Context: an optimization exercise on an open-source flow, tuned for small area. The choices shown serve that exercise and are no tape-out recipe.
At most, simulation tests tie the RTL to the original design; equivalence was not proved.
Only the layout flow was run in run 1; the RTL was not checked for function there.
No activity file was given, so power comes from the tool's default toggle rates.

==> design/flow/config.mk <==
export PLATFORM = sky130hd
export DESIGN_NAME = arp_udp_frame_generator
export DESIGN_NICKNAME = arp_udp_frame_generator
export VERILOG_FILES = /design/flow/design.v
export SDC_FILE = /design/flow/constraint.sdc
export NUM_CORES = 4
export LEC_CHECK = 0
export CAP_MARGIN = 20
export CORE_MARGIN = 2
export CORE_UTILIZATION = 40
export CTS_BUF_LIST = sky130_fd_sc_hd__clkbuf_4
export SLEW_MARGIN = 20
==> design/flow/constraint.sdc <==
create_clock -name core_clock -period 5.0 [get_ports {clock}]
set_input_delay 1.0000 -clock core_clock [delete_from_list [all_inputs] [get_ports {clock}]]
set_output_delay 1.0000 -clock core_clock [all_outputs]
set_load 0.01 [all_outputs]
==> design/flow/design.v <==
`timescale 1ns / 1ps
module arp_udp_frame_generator (
   input  logic        clock,
   input  logic        reset,
   input  logic        start,
   output logic        busy,
   input  logic [32:0] req_data,    
   output logic        rsp_strobe,
   output logic [8:0]  rsp_data,    
   input  logic        csr_we,
   input  logic [2:0]  csr_index,
   input  logic [47:0] csr_wdata
);
   logic [47:0] c_smac, c_dmac;
   logic [31:0] c_sip;
   logic [15:0] c_sport, c_dport, c_ident;
   logic [7:0]  c_ttl;
   logic [6:0] c_en;
   always_comb begin
      for (int k = 0; k < 7; k++) begin
         c_en[k] = reset || (csr_we && csr_index == 3'(k));
      end
   end
   always_ff @(posedge clock) begin
      if (c_en[0]) c_smac  <= reset ? 48'h0          : csr_wdata;
      if (c_en[1]) c_sip   <= reset ? 32'h7F00_0001  : csr_wdata[31:0];
      if (c_en[2]) c_dmac  <= reset ? 48'h0          : csr_wdata;
      if (c_en[3]) c_sport <= reset ? 16'd43966      : csr_wdata[15:0];
      if (c_en[4]) c_dport <= reset ? 16'd8080       : csr_wdata[15:0];
      if (c_en[5]) c_ident <= reset ? 16'h8397       : csr_wdata[15:0];
      if (c_en[6]) c_ttl   <= reset ? 8'h40          : csr_wdata[7:0];
   end
   logic       active;
   logic       udp;
   logic [5:0] cnt;
   logic       last;
   assign last       = udp ? (cnt == 6'd56) : (cnt == 6'd41);
   assign busy       = active && !last;
   assign rsp_strobe = active;
   always_ff @(posedge clock) begin
      if (reset) active <= 1'b0;
      else       active <= start || busy;
   end
   always_ff @(posedge clock) begin
      cnt <= busy ? cnt + 6'd1 : 6'd0;
   end
   logic [47:0] s_smac, s_dmac;
   logic [31:0] s_sip, s_tip;
   logic [15:0] s_sport, s_dport, s_ident;
   logic [7:0]  s_ttl;
   always_ff @(posedge clock) begin
      if (!busy) begin
         udp     <= req_data[32];
         s_tip   <= req_data[31:0];
         s_smac  <= c_smac;
         s_dmac  <= c_dmac;
         s_sip   <= c_sip;
         s_sport <= c_sport;
         s_dport <= c_dport;
         s_ident <= c_ident;
         s_ttl   <= c_ttl;
      end
   end
   logic [15:0] acc;
   logic        acc_c;
   logic [7:0]  cs_in;
   logic [8:0]  cs_sum;
   always_comb begin
      case (cnt)
         6'd0:    cs_in = s_ident[15:8];
         6'd1:    cs_in = s_ident[7:0];
         6'd2:    cs_in = s_ttl;
         6'd4:    cs_in = s_sip[31:24];
         6'd5:    cs_in = s_sip[23:16];
         6'd6:    cs_in = s_sip[15:8];
         6'd7:    cs_in = s_sip[7:0];
         6'd8:    cs_in = s_tip[31:24];
         6'd9:    cs_in = s_tip[23:16];
         6'd10:   cs_in = s_tip[15:8];
         6'd11:   cs_in = s_tip[7:0];
         default: cs_in = 8'h00;
      endcase
   end
   assign cs_sum = {1'b0, acc[15:8]} + {1'b0, cs_in} + {8'h00, acc_c};
   always_ff @(posedge clock) begin
      if (!busy) begin
         acc   <= 16'h853C;    
         acc_c <= 1'b0;
      end else begin
         acc   <= {acc[7:0], cs_sum[7:0]};
         acc_c <= cs_sum[8];
      end
   end
   logic [7:0] fb;
   always_comb begin
      fb = 8'h00;
      if (udp) begin
         case (cnt)
            6'd0:  fb = s_dmac[47:40];
            6'd1:  fb = s_dmac[39:32];
            6'd2:  fb = s_dmac[31:24];
            6'd3:  fb = s_dmac[23:16];
            6'd4:  fb = s_dmac[15:8];
            6'd5:  fb = s_dmac[7:0];
            6'd6:  fb = s_smac[47:40];
            6'd7:  fb = s_smac[39:32];
            6'd8:  fb = s_smac[31:24];
            6'd9:  fb = s_smac[23:16];
            6'd10: fb = s_smac[15:8];
            6'd11: fb = s_smac[7:0];
            6'd12: fb = 8'h08;
            6'd13: fb = 8'h00;
            6'd14: fb = 8'h45;
            6'd15: fb = 8'h00;
            6'd16: fb = 8'h00;
            6'd17: fb = 8'h2B;
            6'd18: fb = s_ident[15:8];
            6'd19: fb = s_ident[7:0];
            6'd20: fb = 8'h40;
            6'd21: fb = 8'h00;
            6'd22: fb = s_ttl;
            6'd23: fb = 8'h11;
            6'd24: fb = ~acc[15:8];
            6'd25: fb = ~acc[15:8];
            6'd26: fb = s_sip[31:24];
            6'd27: fb = s_sip[23:16];
            6'd28: fb = s_sip[15:8];
            6'd29: fb = s_sip[7:0];
            6'd30: fb = s_tip[31:24];
            6'd31: fb = s_tip[23:16];
            6'd32: fb = s_tip[15:8];
            6'd33: fb = s_tip[7:0];
            6'd34: fb = s_sport[15:8];
            6'd35: fb = s_sport[7:0];
            6'd36: fb = s_dport[15:8];
            6'd37: fb = s_dport[7:0];
            6'd38: fb = 8'h00;
            6'd39: fb = 8'h17;
            6'd40: fb = 8'h00;
            6'd41: fb = 8'h00;
            6'd42: fb = 8'h48;
            6'd43: fb = 8'h65;
            6'd44: fb = 8'h6C;
            6'd45: fb = 8'h6C;
            6'd46: fb = 8'h6F;
            6'd47: fb = 8'h20;
            6'd48: fb = 8'h4E;
            6'd49: fb = 8'h65;
            6'd50: fb = 8'h74;
            6'd51: fb = 8'h77;
            6'd52: fb = 8'h6F;
            6'd53: fb = 8'h72;
            6'd54: fb = 8'h6B;
            6'd55: fb = 8'h21;
            default: fb = 8'h00;
         endcase
      end else begin
         case (cnt)
            6'd0, 6'd1, 6'd2, 6'd3, 6'd4, 6'd5: fb = 8'hFF;
            6'd6:  fb = s_smac[47:40];
            6'd7:  fb = s_smac[39:32];
            6'd8:  fb = s_smac[31:24];
            6'd9:  fb = s_smac[23:16];
            6'd10: fb = s_smac[15:8];
            6'd11: fb = s_smac[7:0];
            6'd12: fb = 8'h08;
            6'd13: fb = 8'h06;
            6'd14: fb = 8'h00;
            6'd15: fb = 8'h01;
            6'd16: fb = 8'h08;
            6'd17: fb = 8'h00;
            6'd18: fb = 8'h06;
            6'd19: fb = 8'h04;
            6'd20: fb = 8'h00;
            6'd21: fb = 8'h01;
            6'd22: fb = s_smac[47:40];
            6'd23: fb = s_smac[39:32];
            6'd24: fb = s_smac[31:24];
            6'd25: fb = s_smac[23:16];
            6'd26: fb = s_smac[15:8];
            6'd27: fb = s_smac[7:0];
            6'd28: fb = s_sip[31:24];
            6'd29: fb = s_sip[23:16];
            6'd30: fb = s_sip[15:8];
            6'd31: fb = s_sip[7:0];
            6'd38: fb = s_tip[31:24];
            6'd39: fb = s_tip[23:16];
            6'd40: fb = s_tip[15:8];
            6'd41: fb = s_tip[7:0];
            default: fb = 8'h00;
         endcase
      end
   end
   assign rsp_data = {fb, last};
endmodule
==> design/flow/run.sh <==
#!/bin/bash
# synth_recipe.tcl (not shown) runs the flow's synth.tcl, then flattens the netlist and writes it again
# the make line also repeats each setting of config.mk as NAME=value (left out here)
make -C /OpenROAD-flow-scripts/flow DESIGN_CONFIG=/design/flow/config.mk WORK_HOME=/design/flow/orfs CLKGATE_MAP_FILE= SYNTH_SCRIPT=/design/flow/synth_recipe.tcl finish
==> summary.md, run 1 <==
| Metric | Value |
|---|---|
| Row count | 75 |
| Drt pass-1 iters | 6 |
| Critical path endpoint category | output pin |
| Die extent in y | 211 microns |
| Weighted congestion reported at the end of routability-driven placement | 1.00 |
| Netlist cell types | 74 |
| Top cell family by delay on the critical path | compound AO/OA/AOI/OAI gates |
| Internal Dissipation | 5.95 mW |
| H-tree levels | 3 |
| TritonCTS buffer count | 108 |
| Post-layout min period | 4.94 ns |
| Number of enable-type register cells in the synthesized netlist | ~400 |
| Most common library cells after synthesis | 401 x sky130_fd_sc_hd__edfxtp_1, 97 x sky130_fd_sc_hd__a22oi_1, 90 x sky130_fd_sc_hd__nor2b_1 |
| Top fanout value on the critical path | 10 |
| Horizontal die dimension | 211 microns |
| Sum of buffers and inverters on the critical path | 4 |
| Synthesis Warnings | 1 |
| Synthesized area divided by synthesized cell count | approximately 15 sq um |
| Hold Path Class | flip-flop to flip-flop |
| Detailed-routing wirelength on met1 | around 24000 microns |
| Post-Synthesis Net Count | 1251 |
| Share of cells above drive strength 1 | 23.0% |
| Cell with the most instances after synthesis | sky130_fd_sc_hd__edfxtp_1 |
| Sequential cell fraction of total power | 57.3% |
| Cell area after synthesis | 17200 sq um |
| Cell-by-cell trace of the critical path | inv_1 > ha_2 > buf_4 > buf_4 > a222oi_1 > nor2_1 > a21oi_2 > o2111ai_1 > or4_1 > o2bb2ai_1 > dlygate4sd2_1 |
| Starting density of the core | 40.8% |
| Maximum Capacitance Violations | 0 |
| Post-CTS clock slew at the launch and capture registers of the worst setup and hold paths | 0.07 ns |
| Run status | no timing/DRC/antenna violations |
| Via/cell ratio | 5.86 |
| Number of global-route vias before repair | around 12000 |
| Area inside the core boundary | 42100 sq um |
| Number of hold buffers added after CTS | 0 |
| Clk root buf | sky130_fd_sc_hd__clkbuf_4 |
| Clock tree from TritonCTS | yes |
| Final Hold Vio Count | 0 |
| Sw Pwr | 1.92 mW |
| Flip-flop cell with the highest count after synthesis | sky130_fd_sc_hd__edfxtp_1 |
| Number of fillers in the final layout | 3708 |
| Switching Share | roughly a quarter |
| Class of the most critical setup path | flip-flop to output pin |
| Cell type with the largest total area after synthesis | sky130_fd_sc_hd__edfxtp_1 |
| Global routing usage summed across all routing layers | 26.9% |
| Main area contributors after synthesis | sky130_fd_sc_hd__edfxtp_1 70%, sky130_fd_sc_hd__a22oi_1 4.2%, sky130_fd_sc_hd__nor2b_1 3.3%, sky130_fd_sc_hd__dfxtp_1 2.8%, sky130_fd_sc_hd__a221oi_1 1.4% |
| # clock sinks | around 430 |
| Half-perimeter wire length of the detailed placement result | around 42000 microns |
| Routed length on met3 | about 4100 microns |
| Power Total | 7.87 mW |
| Fraction of power consumed by the clock network | 34.6% |
| Met2 Wirelength | 27800 microns |
| Period utilisation layout | between 90 and 100% |
| Max stage delay cell, worst path | sky130_fd_sc_hd__a222oi_1 |
| Post-detailed-route wirelength per cell | around 30 microns |
| Total vias in the final route | 11700 |
| Die area | 44600 sq um |
| Count of state elements after synthesis | roughly 430 |
| Setup repair after global routing missed its margin | true |
| Critical Path AT | 3.94 ns |
| Comb pwr share | under 10% |
| Buffers on Ports | 98 |
| Sequential cell area fraction in the yosys report | 72.9% |
| Portion of synthesized cell area occupied by the leading cell type | 70.1% |
| Standby leakage power | approximately 7.3 nW |
| Post-placement worst setup slack | 0.421 ns |
| Count of routing violations after the opening detailed-route iteration | 1310 |
| Clock latency at the later pin of the worst-skew pair | 0.89 ns |
| Dominant cell type by count on the critical path | sky130_fd_sc_hd__buf_4 |
| Nets | between 1000 and 1500 |
| Total congestion overflow | 0 |
| Post-route DRC violation count | 0 |
| Max frequency | 202 MHz |
| Worst-case clock buffer depth | 3 |
| Boundary Pins | 99 |
| Required time of the worst setup path | 4.00 ns |
| Proportion of register bits with asynchronous set or reset after synthesis | 0% |
| Worst-case setup margin in the final layout | 0.0591 ns |
| Element type at the critical path start | flip-flop |
| Transition at the pin with the smallest max-transition slack | slightly above 1 ns |
| Final max-slew violation count | 0 |
| Maximum ir drop on the vdd rail | ~230 uV |
| Final setup violation count | 0 |
| Worst-case clock skew | 0.0646 ns |
| Antenna Nets Post-Route | 0 |
| Initial antenna violation count | 3 |
| Wirelength, routed | 59000 microns |
| Number of standard cells after synthesis | 1150 |
| Area growth syn-to-layout | 20.2% |
| Power density of the placed cells | 381 nW/um^2 |
| Wire length of the first global-routing pass | 83100 microns |
| Slowest Stage Delay on Critical Path | about 0.61 ns |
| Max-slew headroom | 31.3% |
| Largest net degree at the start of global routing | 138 |
| Highest layer used for signal routing | met5 |
-- area by class of cell --
cell class | count | area, sq um | share of cell area (%)
clock inverter | 22 | 103 | 0.497
multi-input combinational | 637 | 4380 | 21.2
tap | 539 | 674 | 3.27
clock buffer | 154 | 1160 | 5.60
timing repair buffer | 196 | 1750 | 8.47
sequential | 425 | 12500 | 60.7
antenna | 4 | 10.0 | 0.0485
inverter | 13 | 48.8 | 0.236
-- per-layer routing --
| metal | track usage, % | vias to the layer above |
|---|---|---|
| met1 | 35.0 | 5843 |
| met2 | 42.8 | 599 |
| met3 | 6.08 | 143 |
| li1 | - | 5071 |
| met4 | 13.0 | 2 |
| met5 | 0 | - |
-- flip-flops by register name, summed over array words and instances (netlist names), 32 cells and up --
| signal | flops |
|---|---|
| c_sip | 32 |
| s_smac | 48 |
| c_smac | 48 |
| s_sip | 32 |
| c_dmac | 48 |
| s_tip | 32 |
| s_dmac | 48 |
-- metrics by stage --
step           util, %  instances  hold WS [ns]  area (sq um)  TNS (ns)
3_5_place_dp      45.7       1806         0.400         19200         0
5_1_grt           49.0       1989         0.385         20600   -0.0359
3_3_place_gp      45.7       1806         0.390         19200         0
2_1_floorplan        -       1150         0.386         17200         0
4_1_cts           48.8       1983         0.369         20600   -0.0163
6_report          49.0       1990         0.376         20600         0
-- kinds of logic after synthesis --
group | count (synthesis) | synth area share [%]
AND/OR/NAND/NOR | 334 | 10.9
flip-flops | 425 | 72.9
multiplexers | 4 | 0.248
XOR/XNOR | 9 | 0.459
buffers and inverters | 88 | 2.22
AO/OA/AOI/OAI | 277 | 12.2
adder cells (fa/ha/maj) | 13 | 1.03
-- power by group through the flow --
| stage | logic, mW | clock network [mW] | registers [mW] |
|---|---|---|---|
| 2_1_floorplan | 0.327 | 0 | 4.45 |
| 3_3_place_gp | 0.626 | 0 | 4.57 |
| 3_5_place_dp | 0.631 | 0 | 4.58 |
| 4_1_cts | 0.638 | 2.81 | 4.50 |
| 5_1_grt | 0.689 | 2.99 | 4.52 |
| 6_report | 0.640 | 2.72 | 4.51 |
-- path summary, 6_finish.rpt --
| check | from | endpoint | slack (ns) | cells after the start |
|---|---|---|---|---|
| worst max-delay path | cnt[1] | rsp_data[3] | 0.06 | 11 |
| worst min-delay path | c_sport[9] | s_sport[9] | 0.38 | 0 |
| worst max register to register | cnt[2] | acc[6] | 0.98 | 18 |
| worst min register to register | c_sport[9] | s_sport[9] | 0.38 | 0 |
-- timing repair --
action / in CTS / in global routing
endpoints found under the setup margin: 8 / 8
gates resized for setup: 17 / 19
setup buffers: 1 / 3
pin swaps: 2 / 2
-- layout by cell type, fill, tap and decap left out, drive strengths merged, types with 4 or more instances in the layout --
| cell | count |
|---|---|
| a211oi | 6 |
| a21o | 5 |
| a21oi | 26 |
| a221oi | 27 |
| a222oi | 7 |
| a22o | 22 |
| a22oi | 97 |
| a31o | 5 |
| a32oi | 9 |
| and2 | 9 |
| and3 | 15 |
| buf | 99 |
| clkbuf | 154 |
| clkdlybuf4s50 | 93 |
| clkinv | 17 |
| dfxtp | 24 |
| diode | 4 |
| edfxtp | 401 |
| ha | 11 |
| inv | 16 |
| nand2 | 37 |
| nand2b | 13 |
| nand3 | 27 |
| nand4 | 24 |
| nor2 | 55 |
| nor2b | 90 |
| nor3 | 20 |
| nor3b | 4 |
| nor4 | 4 |
| o21ai | 24 |
| o22a | 4 |
| o22ai | 8 |
| o2bb2ai | 5 |
| o31ai | 5 |
| or2 | 24 |
| xnor2 | 7 |
==> inputs of run 2 (changes only) <==
--- a/design/flow/design.v
+++ b/design/flow/design.v
@@ -15,20 +15,27 @@
    logic [31:0] c_sip;
    logic [15:0] c_sport, c_dport, c_ident;
    logic [7:0]  c_ttl;
-   logic [6:0] c_en;
-   always_comb begin
-      for (int k = 0; k < 7; k++) begin
-         c_en[k] = reset || (csr_we && csr_index == 3'(k));
-      end
-   end
-   always_ff @(posedge clock) begin
-      if (c_en[0]) c_smac  <= reset ? 48'h0          : csr_wdata;
-      if (c_en[1]) c_sip   <= reset ? 32'h7F00_0001  : csr_wdata[31:0];
-      if (c_en[2]) c_dmac  <= reset ? 48'h0          : csr_wdata;
-      if (c_en[3]) c_sport <= reset ? 16'd43966      : csr_wdata[15:0];
-      if (c_en[4]) c_dport <= reset ? 16'd8080       : csr_wdata[15:0];
-      if (c_en[5]) c_ident <= reset ? 16'h8397       : csr_wdata[15:0];
-      if (c_en[6]) c_ttl   <= reset ? 8'h40          : csr_wdata[7:0];
+   always_ff @(posedge clock) begin
+      if (reset) begin
+         c_smac  <= 48'h0;
+         c_sip   <= 32'h7F00_0001;
+         c_dmac  <= 48'h0;
+         c_sport <= 16'd43966;
+         c_dport <= 16'd8080;
+         c_ident <= 16'h8397;
+         c_ttl   <= 8'h40;
+      end else if (csr_we) begin
+         case (csr_index)
+            3'd0: c_smac  <= csr_wdata;
+            3'd1: c_sip   <= csr_wdata[31:0];
+            3'd2: c_dmac  <= csr_wdata;
+            3'd3: c_sport <= csr_wdata[15:0];
+            3'd4: c_dport <= csr_wdata[15:0];
+            3'd5: c_ident <= csr_wdata[15:0];
+            3'd6: c_ttl   <= csr_wdata[7:0];
+            default: ;
+         endcase
+      end
    end
    logic       active;
    logic       udp;
--- a/design/flow/config.mk
+++ b/design/flow/config.mk
@@ -8,5 +8,4 @@
 export CAP_MARGIN = 20
 export CORE_MARGIN = 2
 export CORE_UTILIZATION = 40
-export CTS_BUF_LIST = sky130_fd_sc_hd__clkbuf_4
 export SLEW_MARGIN = 20
==> run 2 against run 1 <==
  * Critical path type unchanged
  * Utilization fell by 0.40 points
  * Largest power group unchanged
  * Non-clock buffer count rose by 5
  * Total power rose by 2.1%
  * Routed wire length rose by 29%
  * Critical endpoint is now rsp_data[4]
  * Global-route usage rose by 5.6 points
  * Worst hold slack improved by 0.041 ns
  * Largest cell class unchanged
==> summary.md, run 2 <==
| Metric | Value |
|---|---|
| Run status | no timing/DRC/antenna violations |
| Post-placement worst setup slack | 0.276 ns (-0.145 ns) |
| Post-detailed-route wirelength per cell | 30.9 microns (+4.1%) |
| Max stage delay cell, worst path | sky130_fd_sc_hd__clkdlybuf4s50_1 |
| Wire length of the first global-routing pass | 107000 microns (+28%) |
| Slowest Stage Delay on Critical Path | 0.60 ns (about the same) |
| Fraction of synthesized area in multiplexers | 0.719% (+0.47 points) |
| Dominant cell type by count on the critical path | sky130_fd_sc_hd__buf_4 |
| Crit Reg-Reg Startpoint | cnt[5] |
| Drt pass-1 iters | 6 (unchanged) |
| # clock sinks | 425 (unchanged) |
| Initial antenna violation count | 4 (+1) |
| Adder-cell share of the synthesized area | 1.00% (-0.034 points) |
| Synthesized area divided by synthesized cell count | 10.4 sq um (-30%) |
| Number of enable-type register cells in the synthesized netlist | 217 (-46%) |
| Antenna Nets Post-Route | 0 (unchanged) |
| Portion of synthesized cell area occupied by the leading cell type | 36.7% (-33 points) |
| Top library cells by usage in the layout, fill and taps aside | 412 x sky130_fd_sc_hd__nand2_1, 217 x sky130_fd_sc_hd__edfxtp_1, 204 x sky130_fd_sc_hd__dfxtp_1, 175 x sky130_fd_sc_hd__a21oi_1, 97 x sky130_fd_sc_hd__clkdlybuf4s50_1 |
| Comb pwr share | 7.7% (-0.4 points) |
| Worst-case clock skew | 0.0223 ns (-0.0423 ns) |
| Transition at the pin with the smallest max-transition slack | 0.954 ns (-0.0763 ns) |
| Period utilisation layout | 98.5% (-0.34 points) |
| Number of fillers in the final layout | 4071 (+9.8%) |
| Worst-case setup margin in the final layout | 0.0764 ns (+0.0172 ns) |
| Row count | 77 (+2.7%) |
| Non-Filler Instances | 2459 (+24%) |
| Sw Pwr | 1.98 mW (+3.4%) |
| Switching Share | 24.7% (+0.31 points) |
| Weighted congestion reported at the end of routability-driven placement | 1.01 (+0.82%) |
| Post-layout min period | 4.92 ns (-0.0172 ns) |
| Required time of the worst setup path | 4.00 ns (about the same) |
| Post-route core utilization | 48.6% (-0.40 points) |
| Final setup violation count | 0 (unchanged) |
| Hold path startpoint | acc[0] |
| TritonCTS buffer count | 44 (-59%) |
| Total congestion overflow | 0 (unchanged) |
| Count of routing violations after the opening detailed-route iteration | 1781 (+36%) |
| Power density of the placed cells | 375 nW/um^2 (-1.5%) |
| Worst reg-to-reg setup slack | 0.76 ns (-0.22 ns) |
| Number of standard cells after synthesis | 1709 (+49%) |
| Total placed cells including tap cells | 2375 (+32%) |
| Die extent in y | 215 microns (+1.6%) |
| Top fanout value on the critical path | 14 (+4) |
| Horizontal die dimension | 215 microns (+1.6%) |
| Die area | 46100 sq um (+3.3%) |
| XOR/XNOR Fraction of Synth Area | 0.197% (-0.26 points) |
| Combinational family with the most area after synthesis | simple AND/OR/NAND/NOR gates |
| Main area contributors after synthesis | sky130_fd_sc_hd__edfxtp_1 37%, sky130_fd_sc_hd__dfxtp_1 23%, sky130_fd_sc_hd__nand2_1 8.7%, sky130_fd_sc_hd__a21oi_1 4.9%, sky130_fd_sc_hd__a22oi_1 2.2% |
| Sum of buffers and inverters on the critical path | 3 (-1) |
| H-tree levels | 2 (-1) |
| Top cell family by delay on the critical path | buffers and inverters |
| Setup crit start | cnt[0] |
| Flip-flop cell with the highest count after synthesis | sky130_fd_sc_hd__edfxtp_1 |
| Clock tree from TritonCTS | yes |
| Nets | 1932 (+30%) |
| Critical Path AT | 3.92 ns (-0.02 ns) |
| Setup TNS | 0 ns (unchanged) |
| Critical path endpoint category | output pin |
| Max frequency | 203 MHz (+0.35%) |
| Starting density of the core | 40.3% (-0.43 points) |
| Clk root buf | sky130_fd_sc_hd__clkbuf_16 |
| Fraction of power consumed by the clock network | 42.2% (+7.6 points) |
| Total vias in the final route | 14700 (+26%) |
| Most common library cells after synthesis | 413 x sky130_fd_sc_hd__nand2_1, 217 x sky130_fd_sc_hd__edfxtp_1, 208 x sky130_fd_sc_hd__dfxtp_1 |
| Internal Dissipation | 6.05 mW (+1.7%) |
| Final max-slew violation count | 0 (unchanged) |
| Register area | 10700 sq um (-15%) |
| Boundary Pins | 99 (unchanged) |
| Cell-by-cell trace of the critical path | ha_2 > nand3b_1 > a211oi_2 > nor4_2 > buf_4 > nand3_1 > o41ai_4 > buf_4 > o2bb2ai_1 > clkdlybuf4s50_1 |
| Sequential cell fraction of total power | 50.0% (-7.3 points) |
| Simple-gate portion of the synthesized area | 18.5% (+7.6 points) |
| Cell type with the largest total area after synthesis | sky130_fd_sc_hd__edfxtp_1 |
| Largest net degree at the start of global routing | 152 (+10%) |
| Final Hold Vio Count | 0 (unchanged) |
| Proportion of register bits with asynchronous set or reset after synthesis | 0% (unchanged) |
| Worst-case clock buffer depth | 3 (unchanged) |
| Multi-input logic area | 6520 sq um (+49%) |
| Via/cell ratio | 5.99 (+2.3%) |
| Area fraction in compound gates after synthesis | 16.0% (+3.8 points) |
| Number of global-route vias before repair | 14100 (+21%) |
| Cell area after synthesis | 17800 sq um (+3.4%) |
| Area growth syn-to-layout | 20.5% |
| Most common cell after layout, fill and taps aside | sky130_fd_sc_hd__nand2_1 |
| Maximum ir drop on the vdd rail | 302 uV (+33%) |
| Standby leakage power | 7.60 nW (+3.8%) |
| Global routing usage summed across all routing layers | 32.5% (+5.6 points) |
| Area inside the core boundary | 44000 sq um (+4.5%) |
| Half-perimeter wire length of the detailed placement result | 56100 microns (+32%) |
| Maximum Capacitance Violations | 0 (unchanged) |
| Buffers on Ports | 98 (unchanged) |
| Post-Synthesis Net Count | 1810 (+45%) |
| Clock latency at the later pin of the worst-skew pair | 0.60 ns (-0.29 ns) |
| Netlist cell types | 84 (+14%) |
| Setup repair after global routing missed its margin | false |
| Post-CTS clock slew at the launch and capture registers of the worst setup and hold paths | 0.06 ns (about the same) |
| Class of the most critical setup path | flip-flop to output pin |
| Count of state elements after synthesis | 425 (unchanged) |
| Element type at the critical path start | flip-flop |
| Sequential cell area fraction in the yosys report | 60.1% (-13 points) |
| Hold Path Class | flip-flop to flip-flop |
| Synthesis Warnings | 1 (unchanged) |
| Cell with the most instances after synthesis | sky130_fd_sc_hd__nand2_1 |
| Wirelength, routed | 75900 microns (+29%) |
| Post-route DRC violation count | 0 (unchanged) |
| Power Total | 8.03 mW (+2.1%) |
| Share of cells above drive strength 1 | 11.5% (-12 points) |
| Max-slew headroom | 36.4% (+5.1 points) |
## run 2: cell types whose count changed in the layout (fill, tap and decap cells not counted), sizes merged, moves of 45 or more
cell | before | now
clkbuf | 154 | 62
nand2 | 37 | 413
a21oi | 26 | 175
edfxtp | 401 | 217
dfxtp | 24 | 208
a22oi | 97 | 52
nand3b | 2 | 47
nor2b | 90 | 13
## run 2: worst reg2reg max path: cells and delay by family (launching register included)
| family | cells | cell delay [ns] |
|---|---|---|
| AND/OR/NAND/NOR | 5 | 1.50 |
| AO/OA/AOI/OAI | 6 | 0.94 |
| buffers and inverters | 1 | 0.28 |
| flip-flops | 1 | 0.50 |
| adder cells (fa/ha/maj) | 2 | 0.89 |
## run 2: cell type report
class,count,area share [%]
Tap cell,592,3.46
Sequential cell,425,50.0
Antenna cell,1,0.0117
Clock buffer,62,5.84
Clock inverter,19,1.22
Multi-Input combinational cell,1141,30.5
Inverter,18,0.316
Timing Repair Buffer,201,8.71
## run 2: cells by family after synthesis
| group | Yosys count |
|---|---|
| buf+inv | 143 |
| simple gates | 694 |
| flops | 425 |
| fa+ha+maj | 13 |
| mux | 12 |
| compound gates | 418 |
| xor+xnor | 4 |
## run 2: what timing repair did
item / CTS / global route
setup buffers: 2 / 0
pin swaps: 1 / 0
hold buffers: 0 / 0
setup endpoints to repair: 8 / 8
resized for setup: 8 / 5
hold endpoints to repair: 0 / 0
## run 2: final timing paths
path	end	depth (start not counted)
hold / removal	acc[8]	1
setup / recovery	rsp_data[4]	10
setup reg to reg	acc[6]	14
hold reg to reg	acc[8]	1
## run 2: routing by layer
layer / GRT usage [%] / part of all wire, % / vias to the layer above
met4: 14.2 / 4.8 / 2
li1: - / - / 6503
met1: 45.8 / 44 / 7349
met2: 49.5 / 44 / 732
met3: 5.41 / 8.0 / 150
met5: 0 / 0.012 / -
## run 2: metrics by stage
step	area [sq um]	hold slack [ns]
after floorplan	17800	0.393
after global placement	19800	0.397
after detailed placement	19800	0.401
after CTS	21400	0.418
after global routing	21400	0.425
final	21400	0.416
## run 2: power groups by stage
stage               Sequential (mW)  Clock, mW  Combinational, mW
global placement               4.09          0              0.610
detailed placement             4.08          0              0.613
floorplan                      3.97          0              0.308
finish                         4.02       3.39              0.622
global route                   4.02       3.58              0.663
CTS                            4.01       3.46              0.616

## re-timing with driven ports
No port has a modelled driver above. Below, the same layouts with a new extraction and two added sets of constraints.
Step 1: set_driving_cell puts a clkbuf_16 on clock and a buf_2 on each other input, an assumption about the parent block.
Step 2 also shifts input and output timing later by t, the mid clock arrival at the registers, as if the neighbouring blocks saw the same clock.
Three values: no drivers, after step 1, after step 2; two values: the first two.
run | t (ns) | slack for setup (ns) | latest minus earliest clock arrival (ns)
run 1 | 0.908 | 0.059 / 0.010 / 0.918 | 0.065 / 0.064
run 2 | 0.647 | 0.076 / 0.017 / 0.665 | 0.029 / 0.029
After both steps every run listed still meets setup and hold.
